This design comes from an exercise in tuning for small area on the open sky130 flow, not from production work. Where RTL was checked, it was by simulation tests only, not by an equivalence proof against the original. For runs 1 and 2, only the layout was checked, not whether the RTL still works. Power is estimated from default activity; no workload was simulated.

==> flow/design.v <==
package frame_pkg;
	localparam int beat_bytes = 5;
	localparam int beat_bits = beat_bytes * 8;
	localparam int header_bytes = 14;
	localparam int payload_bytes = 80;
	localparam int frame_bytes = header_bytes + payload_bytes;
	localparam int frame_beats = (frame_bytes + beat_bytes - 1) / beat_bytes;
	typedef logic [beat_bits-1:0] beat_t;
	typedef logic [beat_bytes-1:0] keep_t;
	typedef logic [47:0] mac_t;
	typedef logic [15:0] ether_type_t;
endpackage
`timescale 1ns/1ps
module tx_payload_table (
	input logic [4:0] beat,
	output logic [39:0] data
);
	localparam logic [31:0] col_0 = 32'hfffffdff;
	localparam logic [31:0] col_1 = 32'hffffdfff;
	localparam logic [31:0] col_2 = 32'hccccffff;
	localparam logic [31:0] col_3 = 32'hfffffdff;
	localparam logic [31:0] col_4 = 32'hffffcfff;
	localparam logic [31:0] col_5 = 32'hccccffdf;
	localparam logic [31:0] col_6 = 32'hfffffdff;
	localparam logic [31:0] col_7 = 32'hffffcfff;
	localparam logic [31:0] col_8 = 32'heeee7fff;
	localparam logic [31:0] col_9 = 32'hfffffeff;
	localparam logic [31:0] col_10 = 32'hffffefff;
	localparam logic [31:0] col_11 = 32'heeee7fff;
	localparam logic [31:0] col_12 = 32'h3333feff;
	localparam logic [31:0] col_13 = 32'hffffe7ff;
	localparam logic [31:0] col_14 = 32'heeee7fef;
	localparam logic [31:0] col_15 = 32'h3333feff;
	localparam logic [31:0] col_16 = 32'hfffff7ff;
	localparam logic [31:0] col_17 = 32'hffff3fff;
	localparam logic [31:0] col_18 = 32'h3333ff7f;
	localparam logic [31:0] col_19 = 32'hfffff7ff;
	localparam logic [31:0] col_20 = 32'hffff3fff;
	localparam logic [31:0] col_21 = 32'h1111ff7f;
	localparam logic [31:0] col_22 = 32'hfffff3ff;
	localparam logic [31:0] col_23 = 32'hffff3ff0;
	localparam logic [31:0] col_24 = 32'h1111ffff;
	localparam logic [31:0] col_25 = 32'hfffffbff;
	localparam logic [31:0] col_26 = 32'hffff9fff;
	localparam logic [31:0] col_27 = 32'h1111ffbf;
	localparam logic [31:0] col_28 = 32'hfffffbff;
	localparam logic [31:0] col_29 = 32'hffff9fff;
	localparam logic [31:0] col_30 = 32'h0000ffbf;
	localparam logic [31:0] col_31 = 32'hfffff9ff;
	localparam logic [31:0] col_32 = 32'h3333dfff;
	localparam logic [31:0] col_33 = 32'h0000ffff;
	localparam logic [31:0] col_34 = 32'h3333fdff;
	localparam logic [31:0] col_35 = 32'h3333cfff;
	localparam logic [31:0] col_36 = 32'h0000ffdf;
	localparam logic [31:0] col_37 = 32'h3333fdff;
	localparam logic [31:0] col_38 = 32'h3333cfff;
	localparam logic [31:0] col_39 = 32'h00007fdf;
	assign data[0] = col_0[beat];
	assign data[1] = col_1[beat];
	assign data[2] = col_2[beat];
	assign data[3] = col_3[beat];
	assign data[4] = col_4[beat];
	assign data[5] = col_5[beat];
	assign data[6] = col_6[beat];
	assign data[7] = col_7[beat];
	assign data[8] = col_8[beat];
	assign data[9] = col_9[beat];
	assign data[10] = col_10[beat];
	assign data[11] = col_11[beat];
	assign data[12] = col_12[beat];
	assign data[13] = col_13[beat];
	assign data[14] = col_14[beat];
	assign data[15] = col_15[beat];
	assign data[16] = col_16[beat];
	assign data[17] = col_17[beat];
	assign data[18] = col_18[beat];
	assign data[19] = col_19[beat];
	assign data[20] = col_20[beat];
	assign data[21] = col_21[beat];
	assign data[22] = col_22[beat];
	assign data[23] = col_23[beat];
	assign data[24] = col_24[beat];
	assign data[25] = col_25[beat];
	assign data[26] = col_26[beat];
	assign data[27] = col_27[beat];
	assign data[28] = col_28[beat];
	assign data[29] = col_29[beat];
	assign data[30] = col_30[beat];
	assign data[31] = col_31[beat];
	assign data[32] = col_32[beat];
	assign data[33] = col_33[beat];
	assign data[34] = col_34[beat];
	assign data[35] = col_35[beat];
	assign data[36] = col_36[beat];
	assign data[37] = col_37[beat];
	assign data[38] = col_38[beat];
	assign data[39] = col_39[beat];
endmodule
module rx_payload_table_0 (
	input logic [4:0] beat,
	output logic [7:0] data
);
	localparam logic [31:0] col_0 = 32'hfffffdff;
	localparam logic [31:0] col_1 = 32'hffffdfff;
	localparam logic [31:0] col_2 = 32'hccccffff;
	localparam logic [31:0] col_3 = 32'hfffffdff;
	localparam logic [31:0] col_4 = 32'hffffcfff;
	localparam logic [31:0] col_5 = 32'hccccffdf;
	localparam logic [31:0] col_6 = 32'hfffffdff;
	localparam logic [31:0] col_7 = 32'hffffcfff;
	assign data[0] = col_0[beat];
	assign data[1] = col_1[beat];
	assign data[2] = col_2[beat];
	assign data[3] = col_3[beat];
	assign data[4] = col_4[beat];
	assign data[5] = col_5[beat];
	assign data[6] = col_6[beat];
	assign data[7] = col_7[beat];
endmodule
module rx_payload_table_1 (
	input logic [4:0] beat,
	output logic [7:0] data
);
	localparam logic [31:0] col_0 = 32'heeee7fff;
	localparam logic [31:0] col_1 = 32'hfffffeff;
	localparam logic [31:0] col_2 = 32'hffffefff;
	localparam logic [31:0] col_3 = 32'heeee7fff;
	localparam logic [31:0] col_4 = 32'h3333feff;
	localparam logic [31:0] col_5 = 32'hffffe7ff;
	localparam logic [31:0] col_6 = 32'heeee7fef;
	localparam logic [31:0] col_7 = 32'h3333feff;
	assign data[0] = col_0[beat];
	assign data[1] = col_1[beat];
	assign data[2] = col_2[beat];
	assign data[3] = col_3[beat];
	assign data[4] = col_4[beat];
	assign data[5] = col_5[beat];
	assign data[6] = col_6[beat];
	assign data[7] = col_7[beat];
endmodule
module rx_payload_table_2 (
	input logic [4:0] beat,
	output logic [7:0] data
);
	localparam logic [31:0] col_0 = 32'hfffff7ff;
	localparam logic [31:0] col_1 = 32'hffff3fff;
	localparam logic [31:0] col_2 = 32'h3333ff7f;
	localparam logic [31:0] col_3 = 32'hfffff7ff;
	localparam logic [31:0] col_4 = 32'hffff3fff;
	localparam logic [31:0] col_5 = 32'h1111ff7f;
	localparam logic [31:0] col_6 = 32'hfffff3ff;
	localparam logic [31:0] col_7 = 32'hffff3ff0;
	assign data[0] = col_0[beat];
	assign data[1] = col_1[beat];
	assign data[2] = col_2[beat];
	assign data[3] = col_3[beat];
	assign data[4] = col_4[beat];
	assign data[5] = col_5[beat];
	assign data[6] = col_6[beat];
	assign data[7] = col_7[beat];
endmodule
module rx_payload_table_3 (
	input logic [4:0] beat,
	output logic [7:0] data
);
	localparam logic [31:0] col_0 = 32'h1111ffff;
	localparam logic [31:0] col_1 = 32'hfffffbff;
	localparam logic [31:0] col_2 = 32'hffff9fff;
	localparam logic [31:0] col_3 = 32'h1111ffbf;
	localparam logic [31:0] col_4 = 32'hfffffbff;
	localparam logic [31:0] col_5 = 32'hffff9fff;
	localparam logic [31:0] col_6 = 32'h0000ffbf;
	localparam logic [31:0] col_7 = 32'hfffff9ff;
	assign data[0] = col_0[beat];
	assign data[1] = col_1[beat];
	assign data[2] = col_2[beat];
	assign data[3] = col_3[beat];
	assign data[4] = col_4[beat];
	assign data[5] = col_5[beat];
	assign data[6] = col_6[beat];
	assign data[7] = col_7[beat];
endmodule
module rx_payload_table_4 (
	input logic [4:0] beat,
	output logic [7:0] data
);
	localparam logic [31:0] col_0 = 32'hffffdfff;
	localparam logic [31:0] col_1 = 32'h0000ffff;
	localparam logic [31:0] col_2 = 32'hfffffdff;
	localparam logic [31:0] col_3 = 32'hffffcfff;
	localparam logic [31:0] col_4 = 32'h0000ffdf;
	localparam logic [31:0] col_5 = 32'hfffffdff;
	localparam logic [31:0] col_6 = 32'hffffcfff;
	localparam logic [31:0] col_7 = 32'h00007fdf;
	assign data[0] = col_0[beat];
	assign data[1] = col_1[beat];
	assign data[2] = col_2[beat];
	assign data[3] = col_3[beat];
	assign data[4] = col_4[beat];
	assign data[5] = col_5[beat];
	assign data[6] = col_6[beat];
	assign data[7] = col_7[beat];
endmodule
`timescale 1ns/1ps
module frame_packer (
	input logic clock,
	input logic reset,
	input logic start,
	input frame_pkg::mac_t dest_mac,
	input frame_pkg::mac_t src_mac,
	input frame_pkg::ether_type_t ether_type,
	output logic tvalid,
	input logic tready,
	output frame_pkg::beat_t tdata,
	output frame_pkg::keep_t tkeep,
	output logic tlast,
	output logic busy
);
	logic [4:0] beat;
	logic [111:0] hdr_q;
	logic [39:0] pay_data;
	tx_payload_table pay_rom (
		.beat(beat),
		.data(pay_data)
	);
	always_ff @(posedge clock) begin
		if (reset)
			tvalid <= 1'b0;
		else if (!tvalid)
			tvalid <= start;
		else if (tready && beat == 5'd18)
			tvalid <= 1'b0;
		if (!tvalid)
			beat <= '0;
		else if (tready)
			beat <= beat + 5'd1;
		if (!tvalid)
			hdr_q <= {dest_mac, src_mac, ether_type};
	end
	assign busy = tvalid;
	always_comb begin
		tdata = pay_data;
		for (int k = 0; k < 5; k++) begin
			case (beat)
				5'd0: tdata[8*k +: 8] = hdr_q[111 - 8*k -: 8];
				5'd1: tdata[8*k +: 8] = hdr_q[71 - 8*k -: 8];
				5'd2: if (k < 4) tdata[8*k +: 8] = hdr_q[31 - 8*k -: 8];
				default: ;
			endcase
		end
	end
	assign tlast = beat == 5'd18;
	assign tkeep = {!tlast, 4'b1111};
endmodule
`timescale 1ns/1ps
module header_capture (
	input logic clock,
	input logic reset,
	input logic rx_valid,
	input frame_pkg::beat_t rx_data,
	input frame_pkg::keep_t rx_keep,
	input logic rx_last,
	output frame_pkg::mac_t dest_mac,
	output frame_pkg::mac_t src_mac,
	output frame_pkg::ether_type_t ether_type,
	output logic header_valid,
	output logic [39:0] slot_data,
	output logic [4:0] slot_pay,
	output logic [24:0] slot_beat,
	output logic frame_end,
	output logic frame_len_ok
);
	logic [4:0] grp;
	logic [4:0] mod_oh;
	logic [4:0] ptr [0:5];
	logic [4:0] slot_v;
	logic [4:0] slot_next;
	logic [7:0] hdr_work [0:12];
	logic [7:0] hdr_next [0:12];
	logic [12:0] hdr_we;
	logic hdr_done;
	logic grp_is0, grp_is1, grp_is2, grp_ge2, grp_ge3;
	always_comb begin
		ptr[0] = mod_oh;
		for (int i = 0; i < 5; i++)
			ptr[i+1] = rx_keep[i] ? {ptr[i][3:0], ptr[i][4]} : ptr[i];
		slot_data = '0;
		slot_v = '0;
		for (int k = 0; k < 5; k++) begin
			for (int i = 0; i < 5; i++) begin
				slot_data[8*k +: 8] = slot_data[8*k +: 8]
					| ({8{rx_keep[i] && ptr[i][k]}} & rx_data[8*i +: 8]);
				slot_v[k] = slot_v[k] | (rx_keep[i] && ptr[i][k]);
			end
		end
		for (int k = 0; k < 5; k++)
			slot_next[k] = |(mod_oh >> (k + 1));
	end
	assign grp_is0 = grp == 5'd0;
	assign grp_is1 = grp == 5'd1;
	assign grp_is2 = grp == 5'd2;
	assign grp_ge2 = grp >= 5'd2;
	assign grp_ge3 = grp >= 5'd3;
	for (genvar k = 0; k < 5; k++) begin : g_slot
		assign slot_beat[5*k +: 5] = grp + 5'(slot_next[k]);
		assign slot_pay[k] = rx_valid && slot_v[k] && (slot_next[k] ? grp_ge2 : grp_ge3 || k == 4 && grp_is2);
	end
	for (genvar j = 0; j < 13; j++) begin : g_hdr
		if (j < 5)
			assign hdr_we[j] = rx_valid && slot_v[j] && !slot_next[j] && grp_is0;
		else if (j < 10)
			assign hdr_we[j] = rx_valid && slot_v[j - 5] && (slot_next[j - 5] ? grp_is0 : grp_is1);
		else
			assign hdr_we[j] = rx_valid && slot_v[j - 10] && (slot_next[j - 10] ? grp_is1 : grp_is2);
		assign hdr_next[j] = hdr_we[j] ? slot_data[8*(j % 5) +: 8] : hdr_work[j];
	end
	assign hdr_done = rx_valid && slot_v[3] && (slot_next[3] ? grp_is1 : grp_is2);
	assign frame_len_ok = grp == 5'd18 && mod_oh[4];
	always_ff @(posedge clock) begin
		if (reset) begin
			grp <= '0;
			mod_oh <= 5'b00001;
			header_valid <= 1'b0;
			frame_end <= 1'b0;
		end else begin
			header_valid <= hdr_done;
			frame_end <= rx_valid && rx_last;
			if (frame_end) begin
				grp <= '0;
				mod_oh <= 5'b00001;
			end else if (rx_valid) begin
				grp <= grp + 5'(slot_v[4]);
				mod_oh <= ptr[5];
			end
		end
	end
	always_ff @(posedge clock) begin
		for (int j = 0; j < 13; j++)
			hdr_work[j] <= hdr_next[j];
		if (hdr_done) begin
			for (int j = 0; j < 6; j++) begin
				dest_mac[47 - 8*j -: 8] <= hdr_next[j];
				src_mac[47 - 8*j -: 8] <= hdr_next[6 + j];
			end
			ether_type <= {hdr_next[12], slot_data[31:24]};
		end
	end
endmodule
`timescale 1ns/1ps
module payload_checker (
	input logic clock,
	input logic reset,
	input logic [39:0] slot_data,
	input logic [4:0] slot_pay,
	input logic [24:0] slot_beat,
	input logic frame_end,
	input logic frame_len_ok,
	output logic frame_done,
	output logic frame_error,
	output logic [15:0] error_count
);
	logic [39:0] expect_data;
	logic [4:0] bad;
	logic [2:0] n_bad;
	logic [2:0] n_bad_q;
	logic any_bad;
	logic [16:0] err_sum;
	for (genvar k = 0; k < 5; k++) begin : g_slot
		if (k == 0) begin : g_rom
			rx_payload_table_0 pay_rom (.beat(slot_beat[5*k +: 5]), .data(expect_data[8*k +: 8]));
		end else if (k == 1) begin : g_rom
			rx_payload_table_1 pay_rom (.beat(slot_beat[5*k +: 5]), .data(expect_data[8*k +: 8]));
		end else if (k == 2) begin : g_rom
			rx_payload_table_2 pay_rom (.beat(slot_beat[5*k +: 5]), .data(expect_data[8*k +: 8]));
		end else if (k == 3) begin : g_rom
			rx_payload_table_3 pay_rom (.beat(slot_beat[5*k +: 5]), .data(expect_data[8*k +: 8]));
		end else begin : g_rom
			rx_payload_table_4 pay_rom (.beat(slot_beat[5*k +: 5]), .data(expect_data[8*k +: 8]));
		end
		assign bad[k] = slot_pay[k] && slot_data[8*k +: 8] != expect_data[8*k +: 8];
	end
	assign n_bad = 3'(bad[0]) + 3'(bad[1]) + 3'(bad[2]) + 3'(bad[3]) + 3'(bad[4]);
	assign err_sum = {1'b0, error_count} + {14'b0, n_bad_q};
	always_ff @(posedge clock) begin
		if (reset) begin
			n_bad_q <= '0;
			any_bad <= 1'b0;
			frame_done <= 1'b0;
			frame_error <= 1'b0;
			error_count <= '0;
		end else begin
			n_bad_q <= n_bad;
			error_count <= err_sum[16] ? 16'hffff : err_sum[15:0];
			frame_done <= frame_end;
			if (frame_end) begin
				frame_error <= any_bad || !frame_len_ok;
				any_bad <= 1'b0;
			end else if (bad != '0) begin
				any_bad <= 1'b1;
			end
		end
	end
endmodule
`timescale 1ns/1ps
module eth_prbs_top (
	input logic clock,
	input logic reset,
	input logic start,
	input frame_pkg::mac_t dest_mac,
	input frame_pkg::mac_t src_mac,
	input frame_pkg::ether_type_t ether_type,
	output logic tvalid,
	input logic tready,
	output frame_pkg::beat_t tdata,
	output frame_pkg::keep_t tkeep,
	output logic tlast,
	output logic busy,
	input logic rx_valid,
	input frame_pkg::beat_t rx_data,
	input frame_pkg::keep_t rx_keep,
	input logic rx_last,
	output frame_pkg::mac_t rx_dest_mac,
	output frame_pkg::mac_t rx_src_mac,
	output frame_pkg::ether_type_t rx_ether_type,
	output logic header_valid,
	output logic frame_done,
	output logic frame_error,
	output logic [15:0] error_count
);
	logic [39:0] slot_data;
	logic [4:0] slot_pay;
	logic [24:0] slot_beat;
	logic frame_end;
	logic frame_len_ok;
	frame_packer packer (
		.clock(clock),
		.reset(reset),
		.start(start),
		.dest_mac(dest_mac),
		.src_mac(src_mac),
		.ether_type(ether_type),
		.tvalid(tvalid),
		.tready(tready),
		.tdata(tdata),
		.tkeep(tkeep),
		.tlast(tlast),
		.busy(busy)
	);
	header_capture capture (
		.clock(clock),
		.reset(reset),
		.rx_valid(rx_valid),
		.rx_data(rx_data),
		.rx_keep(rx_keep),
		.rx_last(rx_last),
		.dest_mac(rx_dest_mac),
		.src_mac(rx_src_mac),
		.ether_type(rx_ether_type),
		.header_valid(header_valid),
		.slot_data(slot_data),
		.slot_pay(slot_pay),
		.slot_beat(slot_beat),
		.frame_end(frame_end),
		.frame_len_ok(frame_len_ok)
	);
	payload_checker payload_check (
		.clock(clock),
		.reset(reset),
		.slot_data(slot_data),
		.slot_pay(slot_pay),
		.slot_beat(slot_beat),
		.frame_end(frame_end),
		.frame_len_ok(frame_len_ok),
		.frame_done(frame_done),
		.frame_error(frame_error),
		.error_count(error_count)
	);
endmodule
==> flow/flow/run.sh <==
#!/bin/bash
# Standard layout, with the port buffers made from the smallest buffer cell.
set -euo pipefail
bash standard.sh BUFFER_PORTS_ARGS="-buffer_cell sky130_fd_sc_hd__buf_1" finish > standard_make.log 2>&1
==> flow/standard.sh <==
#!/bin/bash
# synth_recipe.tcl (not shown) runs the flow's synth.tcl, then flattens the netlist and writes it again
# the make line also repeats each setting of config.mk as NAME=value (left out here)
make -C /OpenROAD-flow-scripts/flow DESIGN_CONFIG=/design/flow/config.mk WORK_HOME=/design/flow/orfs CLKGATE_MAP_FILE= SYNTH_SCRIPT=/design/flow/synth_recipe.tcl "${@:-finish}"
==> flow/config.mk <==
export PLATFORM = sky130hd
export DESIGN_NAME = eth_prbs_top
export DESIGN_NICKNAME = eth_prbs_top
export VERILOG_FILES = /design/flow/design.v
export SDC_FILE = /design/flow/constraint.sdc
export NUM_CORES = 4
export LEC_CHECK = 0
export CAP_MARGIN = 20
export CORE_MARGIN = 2
export CORE_UTILIZATION = 40
export SLEW_MARGIN = 20
==> flow/constraint.sdc <==
create_clock -name core_clock -period 9.0 [get_ports {clock}]
set_input_delay 1.8000 -clock core_clock [delete_from_list [all_inputs] [get_ports {clock}]]
set_output_delay 1.8000 -clock core_clock [all_outputs]
set_load 0.01 [all_outputs]
==> results of run 1 <==
-- cell type report --
class                      instances  area share
clock inverter                    19      0.0110
multi-input combinational        960       0.328
inverter                          34     0.00664
clock buffer                      54      0.0558
timing repair buffer             362      0.0748
tap                              532      0.0339
sequential                       368       0.490
-- placed cells by master (no fill, tap or decap), types with 28 or more instances in the layout --
| cell type | count |
|---|---|
| clkbuf_16 | 41 |
| o21ai_0 | 61 |
| and2_1 | 28 |
| a21oi_1 | 107 |
| a22oi_1 | 30 |
| xnor2_1 | 29 |
| nor2_1 | 100 |
| dfxtp_1 | 144 |
| edfxtp_1 | 224 |
| nand3_1 | 41 |
| buf_1 | 336 |
| mux2_2 | 40 |
| nand2_1 | 139 |
| inv_1 | 30 |
-- sequential cells by signal, summed over array words and instances (netlist names) --
register	cells
packer.hdr_q	112
capture.hdr_work	104
capture.dest_mac	48
capture.src_mac	48
capture.ether_type	16
payload_check.error_count	16
capture.grp	5
capture.mod_oh	5
packer.beat	5
payload_check.n_bad_q	3
capture.frame_end	1
capture.header_valid	1
packer.tvalid	1
payload_check.any_bad	1
payload_check.frame_done	1
payload_check.frame_error	1
-- cell families (layout without fill, tap and decap cells) --
kind of cell	after synthesis	in the layout	share of synthesized area
adders and majority gates	27	27	0.0217
buffers and inverters	134	469	0.0350
AOI/OAI and AO/OA	371	371	0.158
muxes	78	78	0.0553
other	1	4	0.000226
and+or+nand+nor	437	437	0.128
DFF	368	368	0.579
xor gates and xnor gates	43	43	0.0227
-- tightest hold or removal path: cells and delay by family (launching register included) --
family / cells / cell delay, ns
DFF: 1 / 0.31
AOI/OAI and AO/OA: 1 / 0.08
and+or+nand+nor: 1 / 0.04
-- stage by stage --
step	setup WS [ns]	hold slack (ns)	instances	power, mW	cell area (um2)
2_1_floorplan	0.992	0.427	1462	2.78	16600
3_5_place_dp	1.87	0.447	2256	3.07	18300
3_3_place_gp	2.04	0.448	2256	3.06	18300
4_1_cts	2.46	0.468	2329	4.72	19600
5_1_grt	2.13	0.484	2329	4.90	19600
6_report	2.37	0.462	2329	4.69	19600
-- path summary, 6_finish.rpt --
| check | from | end | slack [ns] | cells after the start |
|---|---|---|---|---|
| max | rx_keep[1] | payload_check.n_bad_q[1]$_SDFF_PP0_ | 2.37 | 14 |
| min reg2reg | capture.hdr_work[1][0]$_DFF_P_ | capture.hdr_work[1][0]$_DFF_P_ | 0.46 | 2 |
| max reg2reg | capture.mod_oh[2]$_SDFFE_PP0P_ | payload_check.n_bad_q[1]$_SDFF_PP0_ | 3.41 | 17 |
| min | capture.hdr_work[1][0]$_DFF_P_ | capture.hdr_work[1][0]$_DFF_P_ | 0.46 | 2 |
-- power by group through the flow --
stage               combinational (mW)  sequential (mW)  clock, mW
finish                           0.829             2.21       1.64
global route                     0.912             2.24       1.75
CTS                              0.828             2.22       1.68
detailed placement               0.821             2.25          0
global placement                 0.813             2.24          0
floorplan                        0.551             2.23          0
-- per-layer routing --
metal | GRT usage | share of wire | vias to the layer above | wire (um)
met5 | 0 | 0 | - | 0
met1 | 0.336 | 0.42 | 6411 | 23300
met2 | 0.404 | 0.47 | 619 | 25900
met4 | 0.0849 | 0.034 | 0 | 1880
met3 | 0.0555 | 0.078 | 125 | 4320
li1 | - | - | 6078 | -
==> impl_metrics.tcl, run 1 <==
set metrics [dict create \
    outcome "complete, no violations" \
    async_flop_share 0 \
    worstPathBufferInverterCount 1 \
    grt_pass1_vias 12767 \
    combPwrFrac 0.177 \
    p_sw_frac 0.273 \
    synth_top_area_cell "edfxtp_1" \
    finalSetupViolCount 0 \
    num_io_pins 342 \
    relSlewSlack 0.340 \
    crit_family "compound AO/OA/AOI/OAI gates" \
    syn_avg_cell_area_um2 11.4 \
    rsz0062_at_grt "false" \
    post_cts_resized 0 \
    h-tree-depth 2 \
    drtAntennaViolNets 0 \
    path_cells "buf_1 -> xor2_1 -> a221o_1 -> a21o_1 -> mux2_2 -> and2_1 -> a221oi_1 -> a31oi_1 -> o31a_1 -> ha_1 -> fa_1 -> ha_1 -> fa_1 -> nor2b_1" \
    avgRoutedWirePerCell_um 23.8 \
    crit_arrival_ns 7.07 \
    cts_sinks 368 \
    synth.most_common_cell "edfxtp_1" \
    cap_violations 0 \
    tightestPinTransition_ns 0.990 \
    post_cts_buffers 0 \
    core_area_um2 40900 \
    gr-total-overflow 0 \
    cts_root_buffer "clkbuf_16" \
    multi_input_area_um2 6430 \
    cp_max_fo 16 \
    final_nets 1956 \
    yosysSeqAreaShare 0.579 \
    cp_slowest_cell "a221oi_1" \
    rows 74 \
    diodes 0 \
    final_util 0.479 \
    netlist_area_um2 16600 \
    synthesis.instances 1459 \
    netlist-cell-type-count 87 \
    vias_per_cell 5.68 \
    dr.pass1.iters 7 \
    hold_class "reg2reg" \
    worstSetupStartpointType "input port" \
    wl_um 55500 \
    layout.area.seq_um2 9610 \
    tritoncts "built" \
    fin_tns_setup_ns 0 \
    die_w_um 208 \
    critPathCaptureType "flop" \
    vdd_ir_drop_max_v 0.000172 \
    worstSetupPathType "in2reg" \
    drc_errors 0 \
    ys_ff_latch 368 \
    initial_core_util 0.405 \
    seqPwrFrac 0.472 \
    clk_pin_slew_ns 0.06 \
    cts_buffers 40 \
    hpwlAfterDp_um 39800 \
    period_needed_ns 6.63 \
    areaGrowthSynthToFinish_pct 18.2 \
    clock_path_buffers 3 \
    hold_viol_final 0 \
    grt_pass1_wl_um 82500 \
    finalClockSkew_ns 0.0222 \
    vias 13233 \
    clkLatencyLatePin_ns 0.57 \
    grt_use_total 0.251 \
    synthTopCellsByCount "edfxtp_1 (224), dfxtp_1 (144), nand2_1 (139)" \
    power.switching_mw 1.28 \
    power.leakage_nw 7.03 \
    internal-power_mw 3.41 \
    power_density_nw_per_um2 239 \
    synth_ff_type "edfxtp_1" \
    cts.hold.buffers_added 0 \
    grt_max_degree 73 \
    drive_gt1_frac 0.0985 \
    yosysWarnings 6 \
    synthDominantCellAreaShare 0.405 \
    initialDrtViolationCount 1167 \
    die_h_um 208 \
    fp.dieArea_um2 43100 \
    critPathRequiredTime_ns 9.44 \
    antenna_found_initial 0 \
    fin_crit_sh 0.737 \
    io_buffers 337 \
    power_frac_clock 0.351 \
    synth_edf_count 224 \
    slew_violations 0 \
    cpPeakStageDelay_ns 0.82 \
    gp_congestion 0.937 \
    fill_cells 3866 \
    synth_area_leaders "edfxtp_1 (41%), dfxtp_1 (17%), a21oi_1 (3.2%), nand2_1 (3.1%), mux2_2 (2.7%)" \
    fmax_ghz 0.151 \
]
==> inputs of run 2 (changes only) <==
--- a/flow/config.mk
+++ b/flow/config.mk
@@ -8,4 +8,4 @@
 export CAP_MARGIN = 20
 export CORE_MARGIN = 2
-export CORE_UTILIZATION = 40
+export CORE_UTILIZATION = 65
 export SLEW_MARGIN = 20
==> run 2 against run 1 <==
  * Worst setup slack worse by 0.0075 ns
  * Core utilization is 29 points higher
  * Sequential power about the same
  * Routed wire length decreased by 4.2%
  * Critical path depth is 2 higher
  * Global-route usage up 13 points
  * Count of clock-buffer cells in the layout fell by 4
  * Via count rose by 4.9%
  * First-iteration DRC count up 74%
  * Still clean
  * Largest cell class unchanged
  * Sequential cell count unchanged
  * Critical endpoint unchanged
==> impl_metrics.tcl, run 2 <==
set metrics [dict create \
    outcome "complete, no violations" \
    fmax_ghz 0.151 \
    core_area_um2 25100 \
    critPathRequiredTime_ns 9.40 \
    synth_compound_area_frac 0.158 \
    ys_ff_latch 368 \
    finalSetupViolCount 0 \
    worstSetupPathType "in2reg" \
    synth_ff_type "edfxtp_1" \
    synthTopCellsByCount "edfxtp_1 (224), dfxtp_1 (144), nand2_1 (139)" \
    gp_congestion 1.06 \
    cp_slowest_cell "a221oi_1" \
    post_cts_resized 0 \
    cts_sinks 368 \
    fin_crit_sh 0.738 \
    final_cells 2114 \
    antenna_found_initial 0 \
    combPwrFrac 0.179 \
    areaGrowthSynthToFinish_pct 15.9 \
    fin_tns_setup_ns 0 \
    hold_viol_final 0 \
    worstSetupStartpointType "input port" \
    seqPwrFrac 0.483 \
    grt_pass1_wl_um 77300 \
    hold_start "capture.hdr_work[8][6]$_DFF_P_" \
    yosysSeqAreaShare 0.579 \
    fill_cells 1560 \
    syn_avg_cell_area_um2 11.4 \
    cpPeakStageDelay_ns 0.80 \
    wl_um 53200 \
    synthDominantCellAreaShare 0.405 \
    synthSimpleGateAreaFrac 0.128 \
    rsz0062_at_grt "false" \
    power.switching_mw 1.25 \
    cts_buffers 37 \
    grt_max_degree 78 \
    tritoncts "built" \
    synth.mux.area_fraction 0.0553 \
    largestRegisters "packer.hdr_q x112, capture.hdr_work x104" \
    slew_violations 0 \
    post_cts_buffers 0 \
    period_needed_ns 6.64 \
    rows 58 \
    drtAntennaViolNets 0 \
    gr-total-overflow 0 \
    grt_pass1_vias 13341 \
    cap_violations 0 \
    power_frac_clock 0.338 \
    largest-register "packer.hdr_q" \
    largest_reg_flops 112 \
    netlist-cell-type-count 87 \
    avgRoutedWirePerCell_um 25.1 \
    vdd_ir_drop_max_v 0.000238 \
    vias 13885 \
    io_buffers 337 \
    finalClockSkew_ns 0.0218 \
    cp_max_fo 29 \
    place_area_um2 18000 \
    synth_fa_ha_area_frac 0.0217 \
    grt_use_total 0.384 \
    die_w_um 164 \
    diodes 0 \
    synth_edf_count 224 \
    die_h_um 164 \
    h-tree-depth 2 \
    critPathLaunch "rx_keep[0]" \
    tightestPinTransition_ns 1.03 \
    drive_gt1_frac 0.0925 \
    r2r-start "capture.mod_oh[4]$_SDFFE_PP0P_" \
    synth.most_common_cell "edfxtp_1" \
    async_flop_share 0 \
    clock_path_buffers 3 \
    internal-power_mw 3.37 \
    yosysWarnings 6 \
    synthesis.instances 1459 \
    initial_core_util 0.661 \
    multi_input_area_um2 6430 \
    layout.area.seq_um2 9610 \
    synth_top_area_cell "edfxtp_1" \
    dr_wl_met2_um 25200 \
    initialDrtViolationCount 2026 \
    fp.dieArea_um2 26800 \
    netlist_area_um2 16600 \
    hold_class "reg2reg" \
    power.leakage_nw 6.97 \
    fin_area_um2 19200 \
    synth_top_family_by_area "compound AO/OA/AOI/OAI gates" \
    drc_errors 0 \
    hpwlAfterDp_um 36700 \
    clk_pin_slew_ns 0.06 \
    crit_arrival_ns 7.04 \
    final_nets 1946 \
    synth-xor-area-share 0.0227 \
    power_density_nw_per_um2 241 \
    mostFrequentLayoutCell "buf_1" \
    final_cell_mix "buf_1 (336), edfxtp_1 (224), dfxtp_1 (144)" \
    num_io_pins 342 \
    critPathCaptureType "flop" \
    wl_met3_um 6800 \
    numPlacedInstances 2047 \
    vias_per_cell 6.57 \
    synth_area_leaders "edfxtp_1 (41%), dfxtp_1 (17%), a21oi_1 (3.2%), nand2_1 (3.1%), mux2_2 (2.7%)" \
    relSlewSlack 0.313 \
    cts.hold.buffers_added 0 \
    drt-met1-wl_um 18400 \
    dr.pass1.iters 7 \
    hold_depth 1 \
    top_layer "met4" \
    cts_root_buffer "clkbuf_16" \
    reg2reg_depth 17 \
    p_sw_frac 0.271 \
    path_cells "clkbuf_2 -> buf_4 -> and2_1 -> a221o_1 -> a21o_1 -> and2_1 -> a221oi_1 -> inv_1 -> mux2i_1 -> nand3_1 -> o31a_1 -> ha_1 -> fa_1 -> ha_1 -> fa_1 -> nor2b_1" \
    clkLatencyLatePin_ns 0.53 \
]
==> run 2: layer usage <==
layer,track usage,vias up
met3,0.119,231
met4,0.179,0
met5,0,-
met2,0.638,996
li1,-,6070
met1,0.460,6588
==> run 2: logic make-up after synthesis <==
group / Yosys count
mux: 78
simple gates: 437
other cells: 1
fa+ha+maj: 27
flops: 368
buf+inv: 134
compound gates: 371
xor+xnor: 43
==> run 2: cell type report <==
type / count / share of cell area
Multi-Input combinational cell: 960 / 0.334
Timing Repair Buffer: 355 / 0.0729
Tap cell: 330 / 0.0215
Clock buffer: 50 / 0.0555
Clock inverter: 17 / 0.00931
Sequential cell: 368 / 0.500
Inverter: 34 / 0.00677
==> run 2: final timing paths <==
path / endpoint / slack [ns]
max reg2reg: payload_check.n_bad_q[1]$_SDFF_PP0_ / 3.41
max: payload_check.n_bad_q[1]$_SDFF_PP0_ / 2.36
min: capture.hdr_work[8][6]$_DFF_P_ / 0.47
min reg2reg: capture.hdr_work[8][6]$_DFF_P_ / 0.47
==> run 2: critical path: cells and delay by family <==
kind / cells / cell delay, ns
fa+ha+maj: 4 / 1.43
compound gates: 4 / 1.95
simple gates: 4 / 0.82
buf+inv: 3 / 0.87
mux: 1 / 0.17
==> run 2: metrics by stage <==
stage / setup WS (ns) / utilization / total power, mW / hold WS [ns]
floorplan: 0.992 / - / 2.78 / 0.427
global placement: 2.15 / 0.716 / 3.02 / 0.436
detailed placement: 1.98 / 0.716 / 3.06 / 0.459
CTS: 2.51 / 0.766 / 4.62 / 0.473
global route: 2.23 / 0.766 / 4.78 / 0.482
finish: 2.36 / 0.766 / 4.63 / 0.471
==> run 2: power by group through the flow <==
stage	clock [mW]	sequential (mW)	combinational, mW
after global routing	1.63	2.26	0.889
final	1.56	2.24	0.828
after floorplan	0	2.23	0.551
after global placement	0	2.25	0.772
after CTS	1.57	2.23	0.814
after detailed placement	0	2.26	0.801
==> inputs of run 3 (changes only) <==
--- a/flow/design.v
+++ b/flow/design.v
@@ -99,106 +99,111 @@
 module rx_payload_table_0 (
 	input logic [4:0] beat,
+	input logic next,
 	output logic [7:0] data
 );
-	localparam logic [31:0] col_0 = 32'hfffffdff;
-	localparam logic [31:0] col_1 = 32'hffffdfff;
-	localparam logic [31:0] col_2 = 32'hccccffff;
-	localparam logic [31:0] col_3 = 32'hfffffdff;
-	localparam logic [31:0] col_4 = 32'hffffcfff;
-	localparam logic [31:0] col_5 = 32'hccccffdf;
-	localparam logic [31:0] col_6 = 32'hfffffdff;
-	localparam logic [31:0] col_7 = 32'hffffcfff;
-	assign data[0] = col_0[beat];
-	assign data[1] = col_1[beat];
-	assign data[2] = col_2[beat];
-	assign data[3] = col_3[beat];
-	assign data[4] = col_4[beat];
-	assign data[5] = col_5[beat];
-	assign data[6] = col_6[beat];
-	assign data[7] = col_7[beat];
+	localparam logic [63:0] col_0 = 64'hfffffefffffffdff;
+	localparam logic [63:0] col_1 = 64'hffffefffffffdfff;
+	localparam logic [63:0] col_2 = 64'haaaa7fffccccffff;
+	localparam logic [63:0] col_3 = 64'hfffffefffffffdff;
+	localparam logic [63:0] col_4 = 64'hffffe7ffffffcfff;
+	localparam logic [63:0] col_5 = 64'haaaa7fefccccffdf;
+	localparam logic [63:0] col_6 = 64'hfffffefffffffdff;
+	localparam logic [63:0] col_7 = 64'hffffe7ffffffcfff;
+	assign data[0] = col_0[{next, beat}];
+	assign data[1] = col_1[{next, beat}];
+	assign data[2] = col_2[{next, beat}];
+	assign data[3] = col_3[{next, beat}];
+	assign data[4] = col_4[{next, beat}];
+	assign data[5] = col_5[{next, beat}];
+	assign data[6] = col_6[{next, beat}];
+	assign data[7] = col_7[{next, beat}];
 endmodule
 module rx_payload_table_1 (
 	input logic [4:0] beat,
+	input logic next,
 	output logic [7:0] data
 );
-	localparam logic [31:0] col_0 = 32'heeee7fff;
-	localparam logic [31:0] col_1 = 32'hfffffeff;
-	localparam logic [31:0] col_2 = 32'hffffefff;
-	localparam logic [31:0] col_3 = 32'heeee7fff;
-	localparam logic [31:0] col_4 = 32'h3333feff;
-	localparam logic [31:0] col_5 = 32'hffffe7ff;
-	localparam logic [31:0] col_6 = 32'heeee7fef;
-	localparam logic [31:0] col_7 = 32'h3333feff;
-	assign data[0] = col_0[beat];
-	assign data[1] = col_1[beat];
-	assign data[2] = col_2[beat];
-	assign data[3] = col_3[beat];
-	assign data[4] = col_4[beat];
-	assign data[5] = col_5[beat];
-	assign data[6] = col_6[beat];
-	assign data[7] = col_7[beat];
+	localparam logic [63:0] col_0 = 64'hffff3fffeeee7fff;
+	localparam logic [63:0] col_1 = 64'hffffff7ffffffeff;
+	localparam logic [63:0] col_2 = 64'hfffff7ffffffefff;
+	localparam logic [63:0] col_3 = 64'hffff3fffeeee7fff;
+	localparam logic [63:0] col_4 = 64'h5555ff7f3333feff;
+	localparam logic [63:0] col_5 = 64'hfffff3ffffffe7ff;
+	localparam logic [63:0] col_6 = 64'hffff3ff5eeee7fef;
+	localparam logic [63:0] col_7 = 64'h5555ff7f3333feff;
+	assign data[0] = col_0[{next, beat}];
+	assign data[1] = col_1[{next, beat}];
+	assign data[2] = col_2[{next, beat}];
+	assign data[3] = col_3[{next, beat}];
+	assign data[4] = col_4[{next, beat}];
+	assign data[5] = col_5[{next, beat}];
+	assign data[6] = col_6[{next, beat}];
+	assign data[7] = col_7[{next, beat}];
 endmodule
 module rx_payload_table_2 (
 	input logic [4:0] beat,
+	input logic next,
 	output logic [7:0] data
 );
-	localparam logic [31:0] col_0 = 32'hfffff7ff;
-	localparam logic [31:0] col_1 = 32'hffff3fff;
-	localparam logic [31:0] col_2 = 32'h3333ff7f;
-	localparam logic [31:0] col_3 = 32'hfffff7ff;
-	localparam logic [31:0] col_4 = 32'hffff3fff;
-	localparam logic [31:0] col_5 = 32'h1111ff7f;
-	localparam logic [31:0] col_6 = 32'hfffff3ff;
-	localparam logic [31:0] col_7 = 32'hffff3ff0;
-	assign data[0] = col_0[beat];
-	assign data[1] = col_1[beat];
-	assign data[2] = col_2[beat];
-	assign data[3] = col_3[beat];
-	assign data[4] = col_4[beat];
-	assign data[5] = col_5[beat];
-	assign data[6] = col_6[beat];
-	assign data[7] = col_7[beat];
+	localparam logic [63:0] col_0 = 64'hfffffbfffffff7ff;
+	localparam logic [63:0] col_1 = 64'hffff9fffffff3fff;
+	localparam logic [63:0] col_2 = 64'h5555ffbf3333ff7f;
+	localparam logic [63:0] col_3 = 64'hfffffbfffffff7ff;
+	localparam logic [63:0] col_4 = 64'hffff9fffffff3fff;
+	localparam logic [63:0] col_5 = 64'h0000ffbf1111ff7f;
+	localparam logic [63:0] col_6 = 64'hfffff9fffffff3ff;
+	localparam logic [63:0] col_7 = 64'hffff9ffaffff3ff0;
+	assign data[0] = col_0[{next, beat}];
+	assign data[1] = col_1[{next, beat}];
+	assign data[2] = col_2[{next, beat}];
+	assign data[3] = col_3[{next, beat}];
+	assign data[4] = col_4[{next, beat}];
+	assign data[5] = col_5[{next, beat}];
+	assign data[6] = col_6[{next, beat}];
+	assign data[7] = col_7[{next, beat}];
 endmodule
 module rx_payload_table_3 (
 	input logic [4:0] beat,
+	input logic next,
 	output logic [7:0] data
 );
-	localparam logic [31:0] col_0 = 32'h1111ffff;
-	localparam logic [31:0] col_1 = 32'hfffffbff;
-	localparam logic [31:0] col_2 = 32'hffff9fff;
-	localparam logic [31:0] col_3 = 32'h1111ffbf;
-	localparam logic [31:0] col_4 = 32'hfffffbff;
-	localparam logic [31:0] col_5 = 32'hffff9fff;
-	localparam logic [31:0] col_6 = 32'h0000ffbf;
-	localparam logic [31:0] col_7 = 32'hfffff9ff;
-	assign data[0] = col_0[beat];
-	assign data[1] = col_1[beat];
-	assign data[2] = col_2[beat];
-	assign data[3] = col_3[beat];
-	assign data[4] = col_4[beat];
-	assign data[5] = col_5[beat];
-	assign data[6] = col_6[beat];
-	assign data[7] = col_7[beat];
+	localparam logic [63:0] col_0 = 64'h0000ffff1111ffff;
+	localparam logic [63:0] col_1 = 64'hfffffdfffffffbff;
+	localparam logic [63:0] col_2 = 64'hffffcfffffff9fff;
+	localparam logic [63:0] col_3 = 64'h0000ffdf1111ffbf;
+	localparam logic [63:0] col_4 = 64'hfffffdfffffffbff;
+	localparam logic [63:0] col_5 = 64'hffffcfffffff9fff;
+	localparam logic [63:0] col_6 = 64'h00007fdf0000ffbf;
+	localparam logic [63:0] col_7 = 64'hfffffcfffffff9ff;
+	assign data[0] = col_0[{next, beat}];
+	assign data[1] = col_1[{next, beat}];
+	assign data[2] = col_2[{next, beat}];
+	assign data[3] = col_3[{next, beat}];
+	assign data[4] = col_4[{next, beat}];
+	assign data[5] = col_5[{next, beat}];
+	assign data[6] = col_6[{next, beat}];
+	assign data[7] = col_7[{next, beat}];
 endmodule
 module rx_payload_table_4 (
 	input logic [4:0] beat,
+	input logic next,
 	output logic [7:0] data
 );
-	localparam logic [31:0] col_0 = 32'hffffdfff;
-	localparam logic [31:0] col_1 = 32'h0000ffff;
-	localparam logic [31:0] col_2 = 32'hfffffdff;
-	localparam logic [31:0] col_3 = 32'hffffcfff;
-	localparam logic [31:0] col_4 = 32'h0000ffdf;
-	localparam logic [31:0] col_5 = 32'hfffffdff;
-	localparam logic [31:0] col_6 = 32'hffffcfff;
-	localparam logic [31:0] col_7 = 32'h00007fdf;
-	assign data[0] = col_0[beat];
-	assign data[1] = col_1[beat];
-	assign data[2] = col_2[beat];
-	assign data[3] = col_3[beat];
-	assign data[4] = col_4[beat];
-	assign data[5] = col_5[beat];
-	assign data[6] = col_6[beat];
-	assign data[7] = col_7[beat];
+	localparam logic [63:0] col_0 = 64'hffffdfffffffdfff;
+	localparam logic [63:0] col_1 = 64'h0000ffff0000ffff;
+	localparam logic [63:0] col_2 = 64'hfffffdfffffffdff;
+	localparam logic [63:0] col_3 = 64'hffffcfffffffcfff;
+	localparam logic [63:0] col_4 = 64'h0000ffdf0000ffdf;
+	localparam logic [63:0] col_5 = 64'hfffffdfffffffdff;
+	localparam logic [63:0] col_6 = 64'hffffcfffffffcfff;
+	localparam logic [63:0] col_7 = 64'h00007fdf00007fdf;
+	assign data[0] = col_0[{next, beat}];
+	assign data[1] = col_1[{next, beat}];
+	assign data[2] = col_2[{next, beat}];
+	assign data[3] = col_3[{next, beat}];
+	assign data[4] = col_4[{next, beat}];
+	assign data[5] = col_5[{next, beat}];
+	assign data[6] = col_6[{next, beat}];
+	assign data[7] = col_7[{next, beat}];
 endmodule
 `timescale 1ns/1ps
@@ -267,13 +272,12 @@
 	output logic [39:0] slot_data,
 	output logic [4:0] slot_pay,
-	output logic [24:0] slot_beat,
+	output logic [4:0] grp,
+	output logic [4:0] slot_next,
 	output logic frame_end,
 	output logic frame_len_ok
 );
-	logic [4:0] grp;
 	logic [4:0] mod_oh;
 	logic [4:0] ptr [0:5];
 	logic [4:0] slot_v;
-	logic [4:0] slot_next;
 	logic [7:0] hdr_work [0:12];
 	logic [7:0] hdr_next [0:12];
@@ -303,5 +307,4 @@
 	assign grp_ge3 = grp >= 5'd3;
 	for (genvar k = 0; k < 5; k++) begin : g_slot
-		assign slot_beat[5*k +: 5] = grp + 5'(slot_next[k]);
 		assign slot_pay[k] = rx_valid && slot_v[k] && (slot_next[k] ? grp_ge2 : grp_ge3 || k == 4 && grp_is2);
 	end
@@ -353,5 +356,6 @@
 	input logic [39:0] slot_data,
 	input logic [4:0] slot_pay,
-	input logic [24:0] slot_beat,
+	input logic [4:0] grp,
+	input logic [4:0] slot_next,
 	input logic frame_end,
 	input logic frame_len_ok,
@@ -368,13 +372,13 @@
 	for (genvar k = 0; k < 5; k++) begin : g_slot
 		if (k == 0) begin : g_rom
-			rx_payload_table_0 pay_rom (.beat(slot_beat[5*k +: 5]), .data(expect_data[8*k +: 8]));
+			rx_payload_table_0 pay_rom (.beat(grp), .next(slot_next[k]), .data(expect_data[8*k +: 8]));
 		end else if (k == 1) begin : g_rom
-			rx_payload_table_1 pay_rom (.beat(slot_beat[5*k +: 5]), .data(expect_data[8*k +: 8]));
+			rx_payload_table_1 pay_rom (.beat(grp), .next(slot_next[k]), .data(expect_data[8*k +: 8]));
 		end else if (k == 2) begin : g_rom
-			rx_payload_table_2 pay_rom (.beat(slot_beat[5*k +: 5]), .data(expect_data[8*k +: 8]));
+			rx_payload_table_2 pay_rom (.beat(grp), .next(slot_next[k]), .data(expect_data[8*k +: 8]));
 		end else if (k == 3) begin : g_rom
-			rx_payload_table_3 pay_rom (.beat(slot_beat[5*k +: 5]), .data(expect_data[8*k +: 8]));
+			rx_payload_table_3 pay_rom (.beat(grp), .next(slot_next[k]), .data(expect_data[8*k +: 8]));
 		end else begin : g_rom
-			rx_payload_table_4 pay_rom (.beat(slot_beat[5*k +: 5]), .data(expect_data[8*k +: 8]));
+			rx_payload_table_4 pay_rom (.beat(grp), .next(slot_next[k]), .data(expect_data[8*k +: 8]));
 		end
 		assign bad[k] = slot_pay[k] && slot_data[8*k +: 8] != expect_data[8*k +: 8];
@@ -430,5 +434,6 @@
 	logic [39:0] slot_data;
 	logic [4:0] slot_pay;
-	logic [24:0] slot_beat;
+	logic [4:0] grp;
+	logic [4:0] slot_next;
 	logic frame_end;
 	logic frame_len_ok;
@@ -460,5 +465,6 @@
 		.slot_data(slot_data),
 		.slot_pay(slot_pay),
-		.slot_beat(slot_beat),
+		.grp(grp),
+		.slot_next(slot_next),
 		.frame_end(frame_end),
 		.frame_len_ok(frame_len_ok)
@@ -469,5 +475,6 @@
 		.slot_data(slot_data),
 		.slot_pay(slot_pay),
-		.slot_beat(slot_beat),
+		.grp(grp),
+		.slot_next(slot_next),
 		.frame_end(frame_end),
 		.frame_len_ok(frame_len_ok),
==> flow/flow/run.sh (replaced) <==
#!/bin/bash
# Standard layout with three changes:
#  - synthesis maps logic with an area-oriented ABC script (flow/area.abc) instead of ORFS's
#    speed script; everything else in the synthesis is the standard script, so the
#    registers are the same;
#  - port buffers use the smallest buffer cell;
#  - the clock tree uses smaller buffers and no dummy loads.
set -euo pipefail
W=$PWD
# ORFS's synth.tcl with the ABC script swapped after the preamble sets it
sed "s|^source \$::env(SCRIPTS_DIR)/synth_preamble.tcl\$|&\nset abc_args [lreplace \$abc_args 1 1 $W/flow/area.abc]|" \
  "$FLOW_HOME/scripts/synth.tcl" > "$W/synth_orfs_area.tcl"
grep -q "area.abc" "$W/synth_orfs_area.tcl"
# The standard flow's synthesis wrapper, sourcing that copy
sed "s|\$::env(SCRIPTS_DIR)/synth.tcl|$W/synth_orfs_area.tcl|" "$W/synth_recipe.tcl" > "$W/synth_area.tcl"
grep -q "synth_orfs_area.tcl" "$W/synth_area.tcl"
bash standard.sh \
  SYNTH_SCRIPT="$W/synth_area.tcl" \
  BUFFER_PORTS_ARGS="-buffer_cell sky130_fd_sc_hd__buf_1" \
  CTS_ARGS="-sink_clustering_enable -repair_clock_nets -dont_use_dummy_load -buf_list {sky130_fd_sc_hd__clkbuf_4 sky130_fd_sc_hd__clkbuf_8} -sink_clustering_size 18 -sink_clustering_max_diameter 50" \
  finish > standard_make.log 2>&1
==> flow/flow/area.abc (new file) <==
strash
dc2
dch -f
map -a
amap
topo
--- a/flow/config.mk
+++ b/flow/config.mk
@@ -7,5 +7,7 @@
 export LEC_CHECK = 0
 export CAP_MARGIN = 20
+export CELL_PAD_IN_SITES_DETAIL_PLACEMENT = 1
+export CELL_PAD_IN_SITES_GLOBAL_PLACEMENT = 1
 export CORE_MARGIN = 2
-export CORE_UTILIZATION = 65
+export CORE_UTILIZATION = 45
 export SLEW_MARGIN = 20
==> run 3 against run 2 <==
  * Fmax fell by 13%
  * Routed wire length fell by 4.3%
  * Power fell by 18%
  * Via count fell by 12%
  * Clock skew rose by 0.064 ns
  * Non-clock buffer count did not move
  * Register-to-register slack got worse by 1.5 ns
  * Cell count fell by 3.4%
  * Synthesized cell count fell by 17%
  * Synthesized area fell by 12%
==> impl_metrics.tcl, run 3 <==
set metrics [dict create \
    fin_tns_setup_ns 0 \
    io_buffers 337 \
    finalSetupViolCount 0 \
    rrSetupSlack_ns 1.96 \
    tightestPinTransition_ns 1.04 \
    multi_input_area_um2 4650 \
    synthTopCellsByCount "edfxtp_1 (224), dfxtp_1 (144), nor2_1 (142)" \
    critPathCaptureType "flop" \
    vdd_ir_drop_max_v 0.000148 \
    largest_reg_flops 112 \
    path_cells "buf_1 -> clkinv_1 -> nor2_1 -> a21oi_1 -> nor2_1 -> nor2_1 -> nor2_1 -> nor2_1 -> nor2_1 -> nor2_1 -> nor2_1 -> clkinv_1 -> o221ai_1 -> nor2_1 -> a21oi_1 -> nor4_1 -> nor3_1 -> ha_1 -> fa_1 -> ha_1 -> fa_1 -> nor2b_1" \
    final_util 0.530 \
    dr.pass1.iters 8 \
    synthesis.instances 1212 \
    final_cell_mix "buf_1 (337), edfxtp_1 (224), dfxtp_1 (144)" \
    hold_viol_final 0 \
    tritoncts "built" \
    netlist-cell-type-count 48 \
    vias_per_cell 5.98 \
    synth_area_leaders "edfxtp_1 (46%), dfxtp_1 (20%), a222oi_1 (4.9%), nor2_1 (3.6%), o21ai_0 (3.4%)" \
    grt_max_degree 71 \
    internal-power_mw 2.71 \
    slew_violations 0 \
    relSlewSlack 0.305 \
    critPathRequiredTime_ns 9.42 \
    final_cells 2042 \
    cp_max_fo 10 \
    post_cts_resized 0 \
    power.switching_mw 1.08 \
    layout_setup_ws_ns 1.38 \
    outcome "complete, no violations" \
    cts.hold.buffers_added 0 \
    grt_use_total 0.288 \
    finalClockSkew_ns 0.0862 \
    synthDominantCellAreaShare 0.459 \
    synth.most_common_cell "edfxtp_1" \
    largest-register "packer.hdr_q" \
    die_h_um 184 \
    drc_errors 0 \
    layout.area.seq_um2 9610 \
    power_frac_clock 0.227 \
    crit_arrival_ns 8.04 \
    fill_cells 3565 \
    yosysWarnings 6 \
    fmax_ghz 0.131 \
    wl_um 50900 \
    gr-total-overflow 0 \
    clock_path_buffers 3 \
    initial_core_util 0.454 \
    post_cts_buffers 0 \
    core_area_um2 32300 \
    hold_start "capture.hdr_work[12][4]$_DFF_P_" \
    seqPwrFrac 0.583 \
    period_needed_ns 7.62 \
    timing.critical_path.mode_cell "nor2_1" \
    grt_pass1_vias 12191 \
    pre_cts_slack_ns 0.951 \
    h-tree-depth 2 \
    cts_root_buffer "clkbuf_8" \
    cts_sinks 368 \
    yosysSeqAreaShare 0.656 \
    fp.dieArea_um2 34000 \
    drtAntennaViolNets 0 \
    syn_avg_cell_area_um2 12.1 \
    fin_area_um2 17100 \
    gp_congestion 0.924 \
    power_density_nw_per_um2 222 \
    power.leakage_nw 5.74 \
    cpPeakStageDelay_ns 0.60 \
    synth_edf_count 224 \
    synth_top_area_cell "edfxtp_1" \
    hold_depth 2 \
    ys_ff_latch 368 \
    combPwrFrac 0.190 \
    avgRoutedWirePerCell_um 24.9 \
    hold_class "reg2reg" \
    areaGrowthSynthToFinish_pct 16.8 \
    clk_pin_slew_ns 0.10 \
    rsz0062_at_grt "false" \
    worstSetupStartpointType "input port" \
    initialDrtViolationCount 1470 \
    p_sw_frac 0.285 \
    largestRegisters "packer.hdr_q x112, capture.hdr_work x104" \
    numPlacedInstances 2007 \
    r2r-start "capture.mod_oh[4]$_SDFFE_PP0P_" \
    num_io_pins 342 \
    fin_crit_sh 0.847 \
    synth_ff_type "edfxtp_1" \
    final_nets 1785 \
    cap_violations 0 \
    die_w_um 184 \
    mostFrequentLayoutCell "buf_1" \
    timing.hold.ws_ns 0.470 \
    place_area_um2 16600 \
    r2r-end "payload_check.n_bad_q[1]$_SDFF_PP0_" \
    cts_buffers 35 \
    diodes 0 \
    hpwlAfterDp_um 37800 \
    async_flop_share 0 \
    vias 12209 \
    min_to "capture.hdr_work[12][4]$_DFF_P_" \
    grt_pass1_wl_um 73300 \
    cp_slowest_cell "nor2_1" \
    netlist_area_um2 14600 \
    reg2reg_depth 19 \
    rows 66 \
    antenna_found_initial 1 \
    drive_gt1_frac 0.0369 \
    p_total_mw 3.79 \
    worstSetupPathType "in2reg" \
    clkLatencyLatePin_ns 0.55 \
]
[run 3: worst max path at each step]
stage	startpoint	end	depth (start not counted)
5_1_grt	rx_keep[0]	payload_check.n_bad_q[1]$_SDFF_PP0_	22
4_1_cts	rx_keep[0]	payload_check.n_bad_q[1]$_SDFF_PP0_	22
3_5_place_dp	rx_keep[0]	payload_check.n_bad_q[1]$_SDFF_PP0_	22
6_report	rx_keep[0]	payload_check.n_bad_q[1]$_SDFF_PP0_	22
3_3_place_gp	rx_keep[0]	payload_check.n_bad_q[1]$_SDFF_PP0_	22
2_1_floorplan	rx_keep[0]	capture.dest_mac[0]$_DFFE_PP_	12
[run 3: cells by family after synthesis]
kind of cell,synth area share
compound gates,0.203
xor+xnor,0.00179
fa+ha+maj,0.0186
buf+inv,0.0290
flops,0.656
other cells,0.000256
simple gates,0.0909
[run 3: final cells by class]
cell class,instances,share of cell area
flip-flops and latches,368,0.562
multi-input cells,739,0.272
repair buffers,355,0.0833
well taps,442,0.0323
clock buffers,35,0.0282
inverters,103,0.0228
[run 3: power groups by stage]
| stage | clock network (mW) | registers [mW] | logic [mW] |
|---|---|---|---|
| 2_1_floorplan | 0 | 2.23 | 0.421 |
| 3_3_place_gp | 0 | 2.23 | 0.693 |
| 3_5_place_dp | 0 | 2.24 | 0.715 |
| 4_1_cts | 0.889 | 2.21 | 0.719 |
| 5_1_grt | 0.942 | 2.23 | 0.790 |
| 6_report | 0.862 | 2.21 | 0.719 |
[run 3: worst max-delay path: cells and delay by family]
family | cells | cell delay [ns]
AOI/OAI and AO/OA | 3 | 0.81
buffers and inverters | 3 | 0.60
adders and majority gates | 4 | 1.48
and+or+nand+nor | 12 | 3.31
[run 3: metal layers]
| metal | wire length (um) | GRT usage | share of wire |
|---|---|---|---|
| met1 | 20000 | 0.366 | 0.39 |
| met2 | 24500 | 0.485 | 0.48 |
| met3 | 4860 | 0.0701 | 0.096 |
| met4 | 1550 | 0.0912 | 0.030 |
| met5 | 12 | 0 | 0.00024 |
==> inputs of run 4 (changes only) <==
--- a/flow/config.mk
+++ b/flow/config.mk
@@ -7,7 +7,5 @@
 export LEC_CHECK = 0
 export CAP_MARGIN = 20
-export CELL_PAD_IN_SITES_DETAIL_PLACEMENT = 1
-export CELL_PAD_IN_SITES_GLOBAL_PLACEMENT = 1
 export CORE_MARGIN = 2
-export CORE_UTILIZATION = 45
+export CORE_UTILIZATION = 50
 export SLEW_MARGIN = 20
==> run 4 against run 3 <==
  * Still clean on timing, DRC and antenna
  * Clock power is 2.8% lower
  * Global-route usage is 0.58 points higher
  * Synthesized area stayed put
  * Via count is 0.27% lower
  * Die area is 9.8% lower
  * Worst setup slack better by 0.085 ns
  * Cell area is 0.59% lower
  * Sequential share of layout area is 0.33 points higher
  * Hold slack worse by 0.0072 ns
  * Critical path type unchanged
  * Critical endpoint unchanged
  * Largest cell class unchanged
  * Highest routed layer unchanged
==> impl_metrics.tcl, run 4 <==
set metrics [dict create \
    outcome "complete, no violations" \
    clock_path_buffers 3 \
    largest_reg_flops 112 \
    fill_cells 2470 \
    busiest_layer "met2" \
    cts_sinks 368 \
    tritoncts "built" \
    num_io_pins 342 \
    worstSetupStartpointType "input port" \
    power_density_nw_per_um2 220 \
    slew_violations 0 \
    final_util 0.591 \
    largest-register "packer.hdr_q" \
    synthesis.instances 1212 \
    vias 12176 \
    antenna_found_initial 2 \
    cts.hold.buffers_added 0 \
    async_flop_share 0 \
    largestRegisters "packer.hdr_q x112, capture.hdr_work x104" \
    clkLatencyLatePin_ns 0.57 \
    rsz0062_at_grt "false" \
    synthTopCellsByCount "edfxtp_1 (224), dfxtp_1 (144), nor2_1 (142)" \
    mostFrequentLayoutCell "buf_1" \
    post_cts_buffers 0 \
    tightestPinTransition_ns 1.02 \
    power.leakage_nw 5.73 \
    initial_core_util 0.509 \
    drive_gt1_frac 0.0356 \
    grt_max_degree 63 \
    grt_pass1_vias 11344 \
    post_cts_resized 0 \
    layout.area.seq_um2 9610 \
    final_cells 1984 \
    multi_input_area_um2 4640 \
    critPathCaptureType "flop" \
    endpoint "payload_check.n_bad_q[1]$_SDFF_PP0_" \
    netlist-cell-type-count 48 \
    vdd_ir_drop_max_v 0.000170 \
    ys_ff_latch 368 \
    gr-usage-met2 0.442 \
    h-tree-depth 2 \
    hold_viol_final 0 \
    drtAntennaViolNets 0 \
    grtUsageMet3 0.0670 \
    cp_max_fo 10 \
    areaGrowthSynthToFinish_pct 16.1 \
    netlist_area_um2 14600 \
    synth_ff_type "edfxtp_1" \
    period_needed_ns 7.54 \
    finalSetupViolCount 0 \
    rows 62 \
    cts_buffers 34 \
    synth_top_area_cell "edfxtp_1" \
    wl_um 46800 \
    dr.pass1.iters 9 \
    fin_tns_setup_ns 0 \
    cap_violations 0 \
    numPlacedInstances 1949 \
    drc_errors 0 \
    synth_edf_count 224 \
    vias_per_cell 6.14 \
    fmax_ghz 0.133 \
    io_buffers 337 \
    avgRoutedWirePerCell_um 23.6 \
    hpwlAfterDp_um 33900 \
    core_area_um2 28800 \
    crit_arrival_ns 7.94 \
    initialDrtViolationCount 1699 \
    synthDominantCellAreaShare 0.459 \
    finalClockSkew_ns 0.0984 \
    critPathRequiredTime_ns 9.40 \
    hold_class "reg2reg" \
    reg2reg_depth 18 \
    fin_crit_sh 0.838 \
    gr-total-overflow 0 \
    clk_pin_slew_ns 0.08 \
    critPathLaunch "rx_keep[0]" \
    die_w_um 175 \
    final_cell_mix "buf_1 (337), edfxtp_1 (224), dfxtp_1 (144)" \
    r2r-start "capture.mod_oh[4]$_SDFFE_PP0P_" \
    yosysSeqAreaShare 0.656 \
    cts_root_buffer "clkbuf_8" \
    synth_area_leaders "edfxtp_1 (46%), dfxtp_1 (20%), a222oi_1 (4.9%), nor2_1 (3.6%), o21ai_0 (3.4%)" \
    worstSetupPathType "in2reg" \
    syn_avg_cell_area_um2 12.1 \
    rrSetupSlack_ns 2.26 \
    fp.dieArea_um2 30700 \
    use_met1 0.408 \
    grt_pass1_wl_um 68600 \
    relSlewSlack 0.313 \
    die_h_um 175 \
    grt_use_total 0.294 \
    yosysWarnings 6 \
    final_nets 1784 \
    r2r-end "payload_check.n_bad_q[1]$_SDFF_PP0_" \
    gp_congestion 1.04 \
    hold_depth 2 \
    synth.most_common_cell "edfxtp_1" \
]
==> run 4: critical path, stage by stage <==
cell and delay (ns):
buf_1 0.07, clkinv_1 0.06, buf_4 0.18, nor2_1 0.50, a21oi_1 0.14, nor2_1 0.51
nor2_1 0.15, nor2_1 0.55, nor2_1 0.16, nor2_1 0.25, nor2_1 0.11, nor2_1 0.17
clkinv_1 0.24, o221ai_1 0.52, and4_1 0.27, o221ai_1 0.10, nor4_1 0.32, nor3_1 0.19
ha_1 0.36, fa_1 0.49, ha_1 0.23, fa_1 0.42, nor2b_1 0.13
==> run 4: area by class of cell <==
type	count	area share
Antenna cell	1	0.000147
Clock buffer	34	0.0275
Inverter	103	0.0229
Multi-Input combinational cell	739	0.273
Sequential cell	368	0.565
Tap cell	384	0.0283
Timing Repair Buffer	355	0.0831
==> run 4: per-layer routing <==
metal / routed length [um] / part of all wire
met1: 19300 / 0.41
met2: 20900 / 0.45
met4: 2020 / 0.043
met3: 4600 / 0.098
met5: 11 / 0.00023
==> run 4: stage by stage <==
stage               power [mW]  hold slack, ns  setup slack (ns)  area [um2]
floorplan                 2.65           0.427              1.33       14700
global placement          2.92           0.443              1.24       16500
detailed placement        2.93           0.451              1.12       16500
CTS                       3.76           0.470              1.67       17000
global route              3.91           0.486              1.00       17000
finish                    3.74           0.463              1.46       17000
==> run 4: report_power, final <==
part	internal, mW	switching, mW
Sequential	2.12	0.0773
Combinational	0.240	0.463
Clock	0.339	0.499
==> run 4: how the worst min path moves through the flow <==
stage	end	start	slack, ns
floorplan	capture.hdr_work[0][1]$_DFF_P_	capture.hdr_work[0][1]$_DFF_P_	0.43
global placement	capture.hdr_work[12][4]$_DFF_P_	capture.hdr_work[12][4]$_DFF_P_	0.44
detailed placement	capture.hdr_work[12][4]$_DFF_P_	capture.hdr_work[12][4]$_DFF_P_	0.45
CTS	capture.hdr_work[12][4]$_DFF_P_	capture.hdr_work[12][4]$_DFF_P_	0.47
global route	capture.hdr_work[8][0]$_DFF_P_	capture.hdr_work[8][0]$_DFF_P_	0.49
finish	capture.hdr_work[11][4]$_DFF_P_	capture.hdr_work[11][4]$_DFF_P_	0.46
==> run 4: logic make-up after synthesis <==
group,synth area share
and+or+nand+nor,0.0909
other,0.000256
AOI/OAI and AO/OA,0.203
DFF,0.656
adders and majority gates,0.0186
buffers and inverters,0.0290
xor gates and xnor gates,0.00179

==> static timing again, ports no longer ideal <==
How much do the figures lean on ideal ports? The routed layouts below were timed once more, with nothing changed but the port constraints.
Step 1: set_driving_cell puts a clkbuf_16 on clock and a buf_2 on each other input, an assumption about the parent block.
Step 2 times the ports against the registers' clock, not the clock port: input delays grow and output delays shrink by t, the midpoint of the rising clock arrivals with the driver on.
Slacks: no drivers / after step 1 / after step 2; pairs: no drivers / after step 1.
run | shift t [ns] | setup slack, ns | worst setup path after step 2
run 1 | 0.605 | 2.366 / 2.389 / 1.785 | input to register
run 2 | 0.564 | 2.359 / 2.386 / 1.822 | input to register
run 3 | 0.560 | 1.377 / 1.404 / 0.844 | input to register
run 4 | 0.570 | 1.462 / 1.488 / 0.918 | input to register
After both steps every run listed still meets setup and hold. The setup slack of run 1, which loses most, moves by +0.023 ns with the drivers and by -0.581 ns with both steps.
